What follows belongs to an exercise in optimizing a design on an open flow for small area, a short achievable clock period and few clock cycles per item; a production flow would make more cautious choices.
In this exercise RTL edits were held to simulation tests only and were not proved equivalent to the original.

==> inputs of run a <==
==> flow/design.v (excerpt) <==
module tracking_wheel_odometry (
    input  logic        i_clk,
    input  logic        i_rst_n,
    input  logic        i_cfg_we,
    input  logic [1:0]  i_cfg_idx,
    input  logic [23:0] i_cfg_data,
    input  logic        i_in_valid,
    output logic        o_in_ready,
    input  logic [31:0] i_in_forward_wheel_angle,
    input  logic [31:0] i_in_side_wheel_angle,
    input  logic [31:0] i_in_unwrapped_rotation,
    input  logic [15:0] i_in_wrapped_heading,
    output logic        o_out_valid,
    input  logic        i_out_ready,
    output logic [39:0] o_out_pos_x,
    output logic [39:0] o_out_pos_y,
    output logic        o_out_primed
);
==> flow/config.mk <==
export PLATFORM = sky130hd
export DESIGN_NAME = tracking_wheel_odometry
export DESIGN_NICKNAME = tracking_wheel_odometry
export VERILOG_FILES = /design/flow/design.v
export SDC_FILE = /design/flow/constraint.sdc
export NUM_CORES = 4
export LEC_CHECK = 0
export CAP_MARGIN = 20
export CORE_MARGIN = 2
export CORE_UTILIZATION = 40
export SETUP_SLACK_MARGIN = 5
export SLEW_MARGIN = 20
==> flow/constraint.sdc <==
create_clock -name core_clock -period 10.0 [get_ports {i_clk}]
set_input_delay 2.0000 -clock core_clock [delete_from_list [all_inputs] [get_ports {i_clk}]]
set_output_delay 2.0000 -clock core_clock [all_outputs]
set_load 0.01 [all_outputs]
run.sh (not shown) runs the stock make flow with config.mk's settings and CLKGATE_MAP_FILE= SYNTH_SCRIPT=/design/flow/synth_recipe.tcl, a recipe that flattens the netlist after the stock synthesis.
==> run b: changes against run a <==
--- a/flow/design.v
+++ b/flow/design.v
@@ -1872,10 +1872,12 @@
     logic        r_have;
     logic [50:0] r_fdk, r_sdk;            
     logic [54:0] r_fok, r_sok;            
     logic        r_fos, r_sos;            
     logic [4:0]  r_ci;                    
+    logic [4:0]  r_cj;                    
+    logic        r_dn;                    
     logic [31:0] r_lf, r_ls, r_lr;
     logic [32:0] r_df, r_ds, r_dr;        
     logic [15:0] r_h;                     
     logic [33:0] r_x, r_y;                
     logic [28:0] r_z;
@@ -1894,10 +1896,14 @@
     logic        c_on, c_cfg, c_p32;
     logic [2:0]  c_p;
     logic [44:0] a_t;
     logic        a_on, a_neg;
     logic [2:0]  a_p;
+    logic        a_bx, a_by, a_bw, a_bf, a_bs;
+    logic        s_on, s_y;               
+    logic        g_on, g_s;               
+    logic        r_sdf, r_sds;            
     logic run, acc_in, roll, take, cfg_go, start, real_in, restart;
     logic r_run;                          
     logic [4:0] n_t;
     logic n_busya, n_busyb, n_cfgm, n_outv, n_outp;
     assign run        = r_run;
@@ -1935,11 +1941,11 @@
                 n_cfgm = 1'b0;
                 n_t    = IDLE;
             end else begin
                 n_t = r_t + 5'd1;
             end
-            if (a_on && a_p == 3'd3 && r_busyb) begin
+            if (s_on && s_y && r_busyb) begin
                 n_outv = 1'b1;                    
                 n_outp = 1'b1;
             end
         end
     end
@@ -1959,11 +1965,11 @@
             r_busya <= n_busya;
             r_busyb <= n_busyb;
             r_cfgm  <= n_cfgm;
             r_outv  <= n_outv;
             r_outp  <= n_outp;
-            r_run   <= !((n_t == 5'd8) && n_busyb && n_outv && !n_cfgm);
+            r_run   <= !((n_t == 5'd9) && n_busyb && n_outv && !n_cfgm);
         end
     end
     always_ff @(posedge i_clk) begin
         if (acc_in) begin
             r_lf <= i_in_forward_wheel_angle;
@@ -2137,30 +2143,34 @@
             5'd28: ct = 28'h0000003;
             5'd29: ct = 28'h0000001;
             default: ct = 28'd0;
         endcase
         dc = !r_z[28];
-        xs = $signed(r_x) >>> ci;
+        xs = $signed(r_x) >>> (~r_cj);
         ys = $signed(r_y) >>> ci;
         xn = r_x + (ys ^ {34{dc}}) + {33'd0, dc};
-        yn = r_y + (xs ^ {34{!dc}}) + {33'd0, !dc};
+        yn = r_y + (xs ^ {34{!r_dn}}) + {33'd0, !r_dn};
         zn = dc ? r_z - ct : r_z + ct;
         cu = (r_x[32] && (r_x[31:0] != 32'd0)) ? 33'h100000000 : r_x[32:0];
         cv = (r_y[32] && (r_y[31:0] != 32'd0)) ? 33'h100000000 : r_y[32:0];
     end
     always_ff @(posedge i_clk) begin
         if (run) begin
             if (r_t == 5'd0) begin
                 r_x  <= tx;
                 r_y  <= ty;
                 r_z  <= z6w[28:0];
+                r_dn <= !z6w[28];
                 r_ci <= 5'd6;
+                r_cj <= ~5'd6;
             end else if (r_t >= 5'd1 && r_t <= 5'd24) begin
                 r_x  <= xn;
                 r_y  <= yn;
                 r_z  <= zn;
+                r_dn <= !zn[28];
                 r_ci <= r_ci + 5'd1;
+                r_cj <= r_cj - 5'd1;
             end
             if (roll) r_qb <= r_h[15:14];
             if (r_t == 5'd0) begin        
                 r_cm   <= r_qb[0] ? cv : cu;
                 r_sm   <= r_qb[0] ? cu : cv;
@@ -2173,11 +2183,11 @@
     logic [54:0] pa;
     logic [32:0] pb;
     logic        psb;
     logic [2:0]  prc;
     logic        pneg;                    
-    logic [44:0] dfa, dsa;
+    logic [44:0] dsel;
     always_comb begin
         pon = 1'b0; pp = 3'd0; pk = 2'd0;
         case (r_t)
             5'd0: begin pon = 1'b1; pp = 3'd0; pk = 2'd0; end
             5'd1: begin pon = 1'b1; pp = 3'd0; pk = 2'd1; end
@@ -2206,27 +2216,26 @@
             default: ;
         endcase
         if (r_cfgm && (pp[2] || !r_rf[{pp[0], pp[1]}])) pon = 1'b0;
         if (restart) pon = 1'b0;
         if (roll) pon = 1'b0;
-        dfa = r_dfm[44] ? 45'd0 - r_dfm : r_dfm;
-        dsa = r_dsm[44] ? 45'd0 - r_dsm : r_dsm;
+        dsel = pp[0] ? r_dsm : r_dfm;     
         pa = '0; pb = '0; psb = 1'b0; prc = 3'b000; pneg = 1'b0;
         if (r_cfgm) begin
             case (pp[1:0])
                 2'd0: begin pa = 55'(K1); pb = 33'(r_fdk[23:0]); end
                 2'd1: begin pa = 55'(K2); pb = {{9{r_fok[23]}}, r_fok[23:0]}; psb = r_fok[23]; end
                 2'd2: begin pa = 55'(K1); pb = 33'(r_sdk[23:0]); end
                 default: begin pa = 55'(K2); pb = {{9{r_sok[23]}}, r_sok[23:0]}; psb = r_sok[23]; end
             endcase
         end else begin
             case (pp)
-                3'd0: begin pa = 55'(dfa[43:0]); pb = (r_t == 5'd0) ? (r_qb[0] ? cv : cu) : r_cm; prc = 3'b001;
-                            pneg = r_dfm[44] ^ r_qb[1] ^ r_qb[0]; end
-                3'd1: begin pa = 55'(dsa[43:0]); pb = r_sm; prc = 3'b001; pneg = !(r_dsm[44] ^ r_qb[1]); end
-                3'd2: begin pa = 55'(dfa[43:0]); pb = r_sm; prc = 3'b001; pneg = r_dfm[44] ^ r_qb[1]; end
-                3'd3: begin pa = 55'(dsa[43:0]); pb = r_cm; prc = 3'b001; pneg = r_dsm[44] ^ r_qb[1] ^ r_qb[0]; end
+                3'd0: begin pa = 55'(dsel[43:0]); pb = (r_t == 5'd0) ? (r_qb[0] ? cv : cu) : r_cm; prc = 3'b001;
+                            pneg = r_sdf ^ r_qb[1] ^ r_qb[0]; end
+                3'd1: begin pa = 55'(dsel[43:0]); pb = r_sm; prc = 3'b001; pneg = !(r_sds ^ r_qb[1]); end
+                3'd2: begin pa = 55'(dsel[43:0]); pb = r_sm; prc = 3'b001; pneg = r_sdf ^ r_qb[1]; end
+                3'd3: begin pa = 55'(dsel[43:0]); pb = r_cm; prc = 3'b001; pneg = r_sds ^ r_qb[1] ^ r_qb[0]; end
                 3'd4: begin pa = 55'(r_fdk); pb = r_df; psb = r_df[32]; prc = 3'b010; pneg = r_df[32]; end
                 3'd5: begin pa = r_fok;      pb = r_dr; psb = r_dr[32]; prc = 3'b100; pneg = !(r_fos ^ r_dr[32]); end
                 3'd6: begin pa = 55'(r_sdk); pb = r_ds; psb = r_ds[32]; prc = 3'b010; pneg = r_ds[32]; end
                 default: begin pa = r_sok;   pb = r_dr; psb = r_dr[32]; prc = 3'b100; pneg = r_sos ^ r_dr[32]; end
             endcase
@@ -2237,14 +2246,20 @@
     always_ff @(posedge i_clk) begin
         if (!i_rst_n) begin
             m_on <= 1'b0;
             c_on <= 1'b0;
             a_on <= 1'b0;
+            s_on <= 1'b0;
+            g_on <= 1'b0;
         end else if (run) begin
             m_on <= pon;
             c_on <= m_on && m_last && !restart;
             a_on <= c_on && !c_cfg;
+            s_on <= a_on && !a_p[2] && a_p[0];
+            s_y  <= a_p[1];
+            g_on <= a_on && a_p[2] && a_p[0];
+            g_s  <= a_p[1];
         end
     end
     always_ff @(posedge i_clk) begin
         if (run) begin
             if (pk == 2'd0) m_a <= pa;
@@ -2298,10 +2313,15 @@
     always_ff @(posedge i_clk) begin
         if (run && c_on) begin
             a_t   <= ct_sel;
             a_neg <= cneg;
             a_p   <= c_p;
+            a_bx  <= (c_p == 3'd0);
+            a_by  <= (c_p == 3'd2);
+            a_bw  <= (c_p == 3'd1) || (c_p == 3'd3);
+            a_bf  <= (c_p == 3'd5);
+            a_bs  <= (c_p == 3'd7);
         end
     end
     always_ff @(posedge i_clk) begin
         if (!i_rst_n) begin
             r_fdk <= 51'(64'd17292581109760);
@@ -2330,41 +2350,38 @@
                 endcase
             end
         end
     end
     logic [47:0] base, asum;
-    logic [39:0] asat;
+    logic [39:0] wsat;
+    logic [44:0] gsel, gabs;
     always_comb begin
-        case (a_p)
-            3'd0: base = {{8{r_px[39]}}, r_px};
-            3'd2: base = {{8{r_py[39]}}, r_py};
-            3'd1, 3'd3: base = r_w;
-            3'd5: base = {{3{r_dfm[44]}}, r_dfm};
-            3'd7: base = {{3{r_dsm[44]}}, r_dsm};
-            default: base = 48'd0;
-        endcase
+        base = ({48{a_bx}} & {{8{r_px[39]}}, r_px}) | ({48{a_by}} & {{8{r_py[39]}}, r_py})
+             | ({48{a_bw}} & r_w) | ({48{a_bf}} & {{3{r_dfm[44]}}, r_dfm})
+             | ({48{a_bs}} & {{3{r_dsm[44]}}, r_dsm});
         asum = base + ({3'd0, a_t} ^ {48{a_neg}}) + {47'd0, a_neg};
-        asat = (asum[47:39] != {9{asum[47]}}) ? (asum[47] ? 40'h8000000000 : 40'h7fffffffff) : asum[39:0];
+        wsat = (r_w[47:39] != {9{r_w[47]}}) ? (r_w[47] ? 40'h8000000000 : 40'h7fffffffff) : r_w[39:0];
+        gsel = g_s ? r_dsm : r_dfm;
+        gabs = gsel[44] ? 45'd0 - gsel : gsel;
     end
     always_ff @(posedge i_clk) begin
         if (!i_rst_n) begin
             r_px <= 40'd0;
             r_py <= 40'd0;
-        end else if (run && a_on) begin
-            case (a_p)
-                3'd0, 3'd2: ;
-                3'd1: if (r_busyb) r_px <= asat;
-                3'd3: if (r_busyb) r_py <= asat;
-                3'd4, 3'd5: r_dfm <= asum[44:0];
-                default: r_dsm <= asum[44:0];
-            endcase
+        end else if (run && s_on && r_busyb) begin
+            if (s_y) r_py <= wsat;
+            else     r_px <= wsat;
         end
     end
     always_ff @(posedge i_clk) begin
         if (run) begin
+            if (a_on && a_p[2] && !a_p[1]) r_dfm <= asum[44:0];
+            if (a_on && a_p[2] && a_p[1])  r_dsm <= asum[44:0];
+            if (g_on && !g_s) begin r_dfm <= gabs; r_sdf <= r_dfm[44]; end
+            if (g_on && g_s)  begin r_dsm <= gabs; r_sds <= r_dsm[44]; end
             if (m_on && m_cfg) r_w[32:0] <= {lo[10:0], r_w[32:11]};
-            if (a_on && (a_p == 3'd0 || a_p == 3'd2)) r_w <= asum;
+            if (a_on && !a_p[2]) r_w <= asum;
         end
     end
     assign o_out_valid  = r_outv;
     assign o_out_pos_x  = r_px;
     assign o_out_pos_y  = r_py;
--- a/flow/config.mk
+++ b/flow/config.mk
@@ -5,8 +5,9 @@
 export SDC_FILE = /design/flow/constraint.sdc
 export NUM_CORES = 4
 export LEC_CHECK = 0
 export CAP_MARGIN = 20
 export CORE_MARGIN = 2
-export CORE_UTILIZATION = 40
+export CORE_UTILIZATION = 55
+export PLACE_DENSITY = 0.65
 export SETUP_SLACK_MARGIN = 5
 export SLEW_MARGIN = 20
==> run c: changes against run a <==
--- a/flow/design.v
+++ b/flow/design.v
@@ -1872,10 +1872,12 @@
     logic        r_have;
     logic [50:0] r_fdk, r_sdk;            
     logic [54:0] r_fok, r_sok;            
     logic        r_fos, r_sos;            
     logic [4:0]  r_ci;                    
+    logic [4:0]  r_cj;                    
+    logic        r_dn;                    
     logic [31:0] r_lf, r_ls, r_lr;
     logic [32:0] r_df, r_ds, r_dr;        
     logic [15:0] r_h;                     
     logic [33:0] r_x, r_y;                
     logic [28:0] r_z;
@@ -1894,10 +1896,14 @@
     logic        c_on, c_cfg, c_p32;
     logic [2:0]  c_p;
     logic [44:0] a_t;
     logic        a_on, a_neg;
     logic [2:0]  a_p;
+    logic        a_bx, a_by, a_bw, a_bf, a_bs;
+    logic        s_on, s_y;               
+    logic        g_on, g_s;               
+    logic        r_sdf, r_sds;            
     logic run, acc_in, roll, take, cfg_go, start, real_in, restart;
     logic r_run;                          
     logic [4:0] n_t;
     logic n_busya, n_busyb, n_cfgm, n_outv, n_outp;
     assign run        = r_run;
@@ -1935,11 +1941,11 @@
                 n_cfgm = 1'b0;
                 n_t    = IDLE;
             end else begin
                 n_t = r_t + 5'd1;
             end
-            if (a_on && a_p == 3'd3 && r_busyb) begin
+            if (s_on && s_y && r_busyb) begin
                 n_outv = 1'b1;                    
                 n_outp = 1'b1;
             end
         end
     end
@@ -1959,11 +1965,11 @@
             r_busya <= n_busya;
             r_busyb <= n_busyb;
             r_cfgm  <= n_cfgm;
             r_outv  <= n_outv;
             r_outp  <= n_outp;
-            r_run   <= !((n_t == 5'd8) && n_busyb && n_outv && !n_cfgm);
+            r_run   <= !((n_t == 5'd9) && n_busyb && n_outv && !n_cfgm);
         end
     end
     always_ff @(posedge i_clk) begin
         if (acc_in) begin
             r_lf <= i_in_forward_wheel_angle;
@@ -2137,30 +2143,34 @@
             5'd28: ct = 28'h0000003;
             5'd29: ct = 28'h0000001;
             default: ct = 28'd0;
         endcase
         dc = !r_z[28];
-        xs = $signed(r_x) >>> ci;
+        xs = $signed(r_x) >>> (~r_cj);
         ys = $signed(r_y) >>> ci;
         xn = r_x + (ys ^ {34{dc}}) + {33'd0, dc};
-        yn = r_y + (xs ^ {34{!dc}}) + {33'd0, !dc};
+        yn = r_y + (xs ^ {34{!r_dn}}) + {33'd0, !r_dn};
         zn = dc ? r_z - ct : r_z + ct;
         cu = (r_x[32] && (r_x[31:0] != 32'd0)) ? 33'h100000000 : r_x[32:0];
         cv = (r_y[32] && (r_y[31:0] != 32'd0)) ? 33'h100000000 : r_y[32:0];
     end
     always_ff @(posedge i_clk) begin
         if (run) begin
             if (r_t == 5'd0) begin
                 r_x  <= tx;
                 r_y  <= ty;
                 r_z  <= z6w[28:0];
+                r_dn <= !z6w[28];
                 r_ci <= 5'd6;
+                r_cj <= ~5'd6;
             end else if (r_t >= 5'd1 && r_t <= 5'd24) begin
                 r_x  <= xn;
                 r_y  <= yn;
                 r_z  <= zn;
+                r_dn <= !zn[28];
                 r_ci <= r_ci + 5'd1;
+                r_cj <= r_cj - 5'd1;
             end
             if (roll) r_qb <= r_h[15:14];
             if (r_t == 5'd0) begin        
                 r_cm   <= r_qb[0] ? cv : cu;
                 r_sm   <= r_qb[0] ? cu : cv;
@@ -2173,11 +2183,11 @@
     logic [54:0] pa;
     logic [32:0] pb;
     logic        psb;
     logic [2:0]  prc;
     logic        pneg;                    
-    logic [44:0] dfa, dsa;
+    logic [44:0] dsel;
     always_comb begin
         pon = 1'b0; pp = 3'd0; pk = 2'd0;
         case (r_t)
             5'd0: begin pon = 1'b1; pp = 3'd0; pk = 2'd0; end
             5'd1: begin pon = 1'b1; pp = 3'd0; pk = 2'd1; end
@@ -2206,27 +2216,26 @@
             default: ;
         endcase
         if (r_cfgm && (pp[2] || !r_rf[{pp[0], pp[1]}])) pon = 1'b0;
         if (restart) pon = 1'b0;
         if (roll) pon = 1'b0;
-        dfa = r_dfm[44] ? 45'd0 - r_dfm : r_dfm;
-        dsa = r_dsm[44] ? 45'd0 - r_dsm : r_dsm;
+        dsel = pp[0] ? r_dsm : r_dfm;     
         pa = '0; pb = '0; psb = 1'b0; prc = 3'b000; pneg = 1'b0;
         if (r_cfgm) begin
             case (pp[1:0])
                 2'd0: begin pa = 55'(K1); pb = 33'(r_fdk[23:0]); end
                 2'd1: begin pa = 55'(K2); pb = {{9{r_fok[23]}}, r_fok[23:0]}; psb = r_fok[23]; end
                 2'd2: begin pa = 55'(K1); pb = 33'(r_sdk[23:0]); end
                 default: begin pa = 55'(K2); pb = {{9{r_sok[23]}}, r_sok[23:0]}; psb = r_sok[23]; end
             endcase
         end else begin
             case (pp)
-                3'd0: begin pa = 55'(dfa[43:0]); pb = (r_t == 5'd0) ? (r_qb[0] ? cv : cu) : r_cm; prc = 3'b001;
-                            pneg = r_dfm[44] ^ r_qb[1] ^ r_qb[0]; end
-                3'd1: begin pa = 55'(dsa[43:0]); pb = r_sm; prc = 3'b001; pneg = !(r_dsm[44] ^ r_qb[1]); end
-                3'd2: begin pa = 55'(dfa[43:0]); pb = r_sm; prc = 3'b001; pneg = r_dfm[44] ^ r_qb[1]; end
-                3'd3: begin pa = 55'(dsa[43:0]); pb = r_cm; prc = 3'b001; pneg = r_dsm[44] ^ r_qb[1] ^ r_qb[0]; end
+                3'd0: begin pa = 55'(dsel[43:0]); pb = (r_t == 5'd0) ? (r_qb[0] ? cv : cu) : r_cm; prc = 3'b001;
+                            pneg = r_sdf ^ r_qb[1] ^ r_qb[0]; end
+                3'd1: begin pa = 55'(dsel[43:0]); pb = r_sm; prc = 3'b001; pneg = !(r_sds ^ r_qb[1]); end
+                3'd2: begin pa = 55'(dsel[43:0]); pb = r_sm; prc = 3'b001; pneg = r_sdf ^ r_qb[1]; end
+                3'd3: begin pa = 55'(dsel[43:0]); pb = r_cm; prc = 3'b001; pneg = r_sds ^ r_qb[1] ^ r_qb[0]; end
                 3'd4: begin pa = 55'(r_fdk); pb = r_df; psb = r_df[32]; prc = 3'b010; pneg = r_df[32]; end
                 3'd5: begin pa = r_fok;      pb = r_dr; psb = r_dr[32]; prc = 3'b100; pneg = !(r_fos ^ r_dr[32]); end
                 3'd6: begin pa = 55'(r_sdk); pb = r_ds; psb = r_ds[32]; prc = 3'b010; pneg = r_ds[32]; end
                 default: begin pa = r_sok;   pb = r_dr; psb = r_dr[32]; prc = 3'b100; pneg = r_sos ^ r_dr[32]; end
             endcase
@@ -2237,14 +2246,20 @@
     always_ff @(posedge i_clk) begin
         if (!i_rst_n) begin
             m_on <= 1'b0;
             c_on <= 1'b0;
             a_on <= 1'b0;
+            s_on <= 1'b0;
+            g_on <= 1'b0;
         end else if (run) begin
             m_on <= pon;
             c_on <= m_on && m_last && !restart;
             a_on <= c_on && !c_cfg;
+            s_on <= a_on && !a_p[2] && a_p[0];
+            s_y  <= a_p[1];
+            g_on <= a_on && a_p[2] && a_p[0];
+            g_s  <= a_p[1];
         end
     end
     always_ff @(posedge i_clk) begin
         if (run) begin
             if (pk == 2'd0) m_a <= pa;
@@ -2298,10 +2313,15 @@
     always_ff @(posedge i_clk) begin
         if (run && c_on) begin
             a_t   <= ct_sel;
             a_neg <= cneg;
             a_p   <= c_p;
+            a_bx  <= (c_p == 3'd0);
+            a_by  <= (c_p == 3'd2);
+            a_bw  <= (c_p == 3'd1) || (c_p == 3'd3);
+            a_bf  <= (c_p == 3'd5);
+            a_bs  <= (c_p == 3'd7);
         end
     end
     always_ff @(posedge i_clk) begin
         if (!i_rst_n) begin
             r_fdk <= 51'(64'd17292581109760);
@@ -2330,41 +2350,38 @@
                 endcase
             end
         end
     end
     logic [47:0] base, asum;
-    logic [39:0] asat;
+    logic [39:0] wsat;
+    logic [44:0] gsel, gabs;
     always_comb begin
-        case (a_p)
-            3'd0: base = {{8{r_px[39]}}, r_px};
-            3'd2: base = {{8{r_py[39]}}, r_py};
-            3'd1, 3'd3: base = r_w;
-            3'd5: base = {{3{r_dfm[44]}}, r_dfm};
-            3'd7: base = {{3{r_dsm[44]}}, r_dsm};
-            default: base = 48'd0;
-        endcase
+        base = ({48{a_bx}} & {{8{r_px[39]}}, r_px}) | ({48{a_by}} & {{8{r_py[39]}}, r_py})
+             | ({48{a_bw}} & r_w) | ({48{a_bf}} & {{3{r_dfm[44]}}, r_dfm})
+             | ({48{a_bs}} & {{3{r_dsm[44]}}, r_dsm});
         asum = base + ({3'd0, a_t} ^ {48{a_neg}}) + {47'd0, a_neg};
-        asat = (asum[47:39] != {9{asum[47]}}) ? (asum[47] ? 40'h8000000000 : 40'h7fffffffff) : asum[39:0];
+        wsat = (r_w[47:39] != {9{r_w[47]}}) ? (r_w[47] ? 40'h8000000000 : 40'h7fffffffff) : r_w[39:0];
+        gsel = g_s ? r_dsm : r_dfm;
+        gabs = gsel[44] ? 45'd0 - gsel : gsel;
     end
     always_ff @(posedge i_clk) begin
         if (!i_rst_n) begin
             r_px <= 40'd0;
             r_py <= 40'd0;
-        end else if (run && a_on) begin
-            case (a_p)
-                3'd0, 3'd2: ;
-                3'd1: if (r_busyb) r_px <= asat;
-                3'd3: if (r_busyb) r_py <= asat;
-                3'd4, 3'd5: r_dfm <= asum[44:0];
-                default: r_dsm <= asum[44:0];
-            endcase
+        end else if (run && s_on && r_busyb) begin
+            if (s_y) r_py <= wsat;
+            else     r_px <= wsat;
         end
     end
     always_ff @(posedge i_clk) begin
         if (run) begin
+            if (a_on && a_p[2] && !a_p[1]) r_dfm <= asum[44:0];
+            if (a_on && a_p[2] && a_p[1])  r_dsm <= asum[44:0];
+            if (g_on && !g_s) begin r_dfm <= gabs; r_sdf <= r_dfm[44]; end
+            if (g_on && g_s)  begin r_dsm <= gabs; r_sds <= r_dsm[44]; end
             if (m_on && m_cfg) r_w[32:0] <= {lo[10:0], r_w[32:11]};
-            if (a_on && (a_p == 3'd0 || a_p == 3'd2)) r_w <= asum;
+            if (a_on && !a_p[2]) r_w <= asum;
         end
     end
     assign o_out_valid  = r_outv;
     assign o_out_pos_x  = r_px;
     assign o_out_pos_y  = r_py;
==> run summary <==
The lowest hold slack belongs to run b, the highest to run c.
Wire length: run a > run c > run b.
Of run a and run b, run a has the higher clock skew (gap 0.011 ns).
Cell count, lowest first: run b, run a, run c.
The lowest sequential share of layout area belongs to run a, the highest to run b.
Die area: run b < run a < run c.
Critical path depth is the same in run b and run a.
==> figures <==
	run a	run b	run c
Final sequential cell count	1201	1217	1217
Final area over synthesized area	1.1479x	1.1208x	1.1302x
Final core occ	0.4628	0.6190	0.4552
Result of the run	no timing/DRC/antenna violations	no timing/DRC/antenna violations	no timing/DRC/antenna violations
Worst Setup Slack, final	4.515 ns	4.654 ns	4.992 ns
Cells after synthesis	10390	10560	10560
Filler cell count	22010	14830	22540
Total number of cells along the worst setup path	19	19	20
Non-clock buffers, area share	0.05283	0.05004	0.04918
Global-route track usage on met1	0.3847	0.4979	0.3707
Final period util	0.5485	0.5346	0.5008
Crit path capture	r_px[38]	r_x[32]	r_x[32]
Most numerous cell on the critical path	buf_6	nand2_1	mux2i_1
Worst hold margin	0.4195 ns	0.4187 ns	0.4223 ns
Worst path buffer plus inverter count	4	0	0
Unique cell type count in the Yosys netlist	96	101	101
Total area of sequential cells	31720 µm²	32180 µm²	32180 µm²
Testbench counts of run a, summed over its fixed seeds: cycles 12,840, items 512.
Testbench counts of run b, summed over its fixed seeds: cycles 12,848, items 512.
Testbench counts of run c, summed over its fixed seeds: cycles 12,848, items 512.

-- re-timing with driven ports --
The results above use ideal ports. As a check the final layouts listed here were re-extracted and re-timed, cells and wires unchanged.
Step 1 assumes that a clkbuf_16 drives the clock port and a buf_2 every other input.
Step 2 adds t to the input delays and takes it off the output delays; t is the mean of the earliest and latest rising clock arrival at the registers after step 1. Input paths then give back, and output paths get back, about the clock's delay inside the block.
a / b / c = no drivers / after step 1 / after step 2; a / b = the first two.
run	t, ns	setup WS [ns]	hold slack, ns	pins driven straight from the clock port
run a	0.903	4.515 / 4.515 / 4.221	0.419 / 0.419 / 0.419	1
run b	0.883	4.654 / 4.654 / 4.235	0.419 / 0.419 / 0.419	1
run c	0.902	4.992 / 4.992 / 4.245	0.422 / 0.422 / 0.422	1
After both steps every run listed still meets setup and hold. For run c, which loses most, drivers alone change the setup slack by 0.000 ns; drivers and shift together by -0.747 ns.
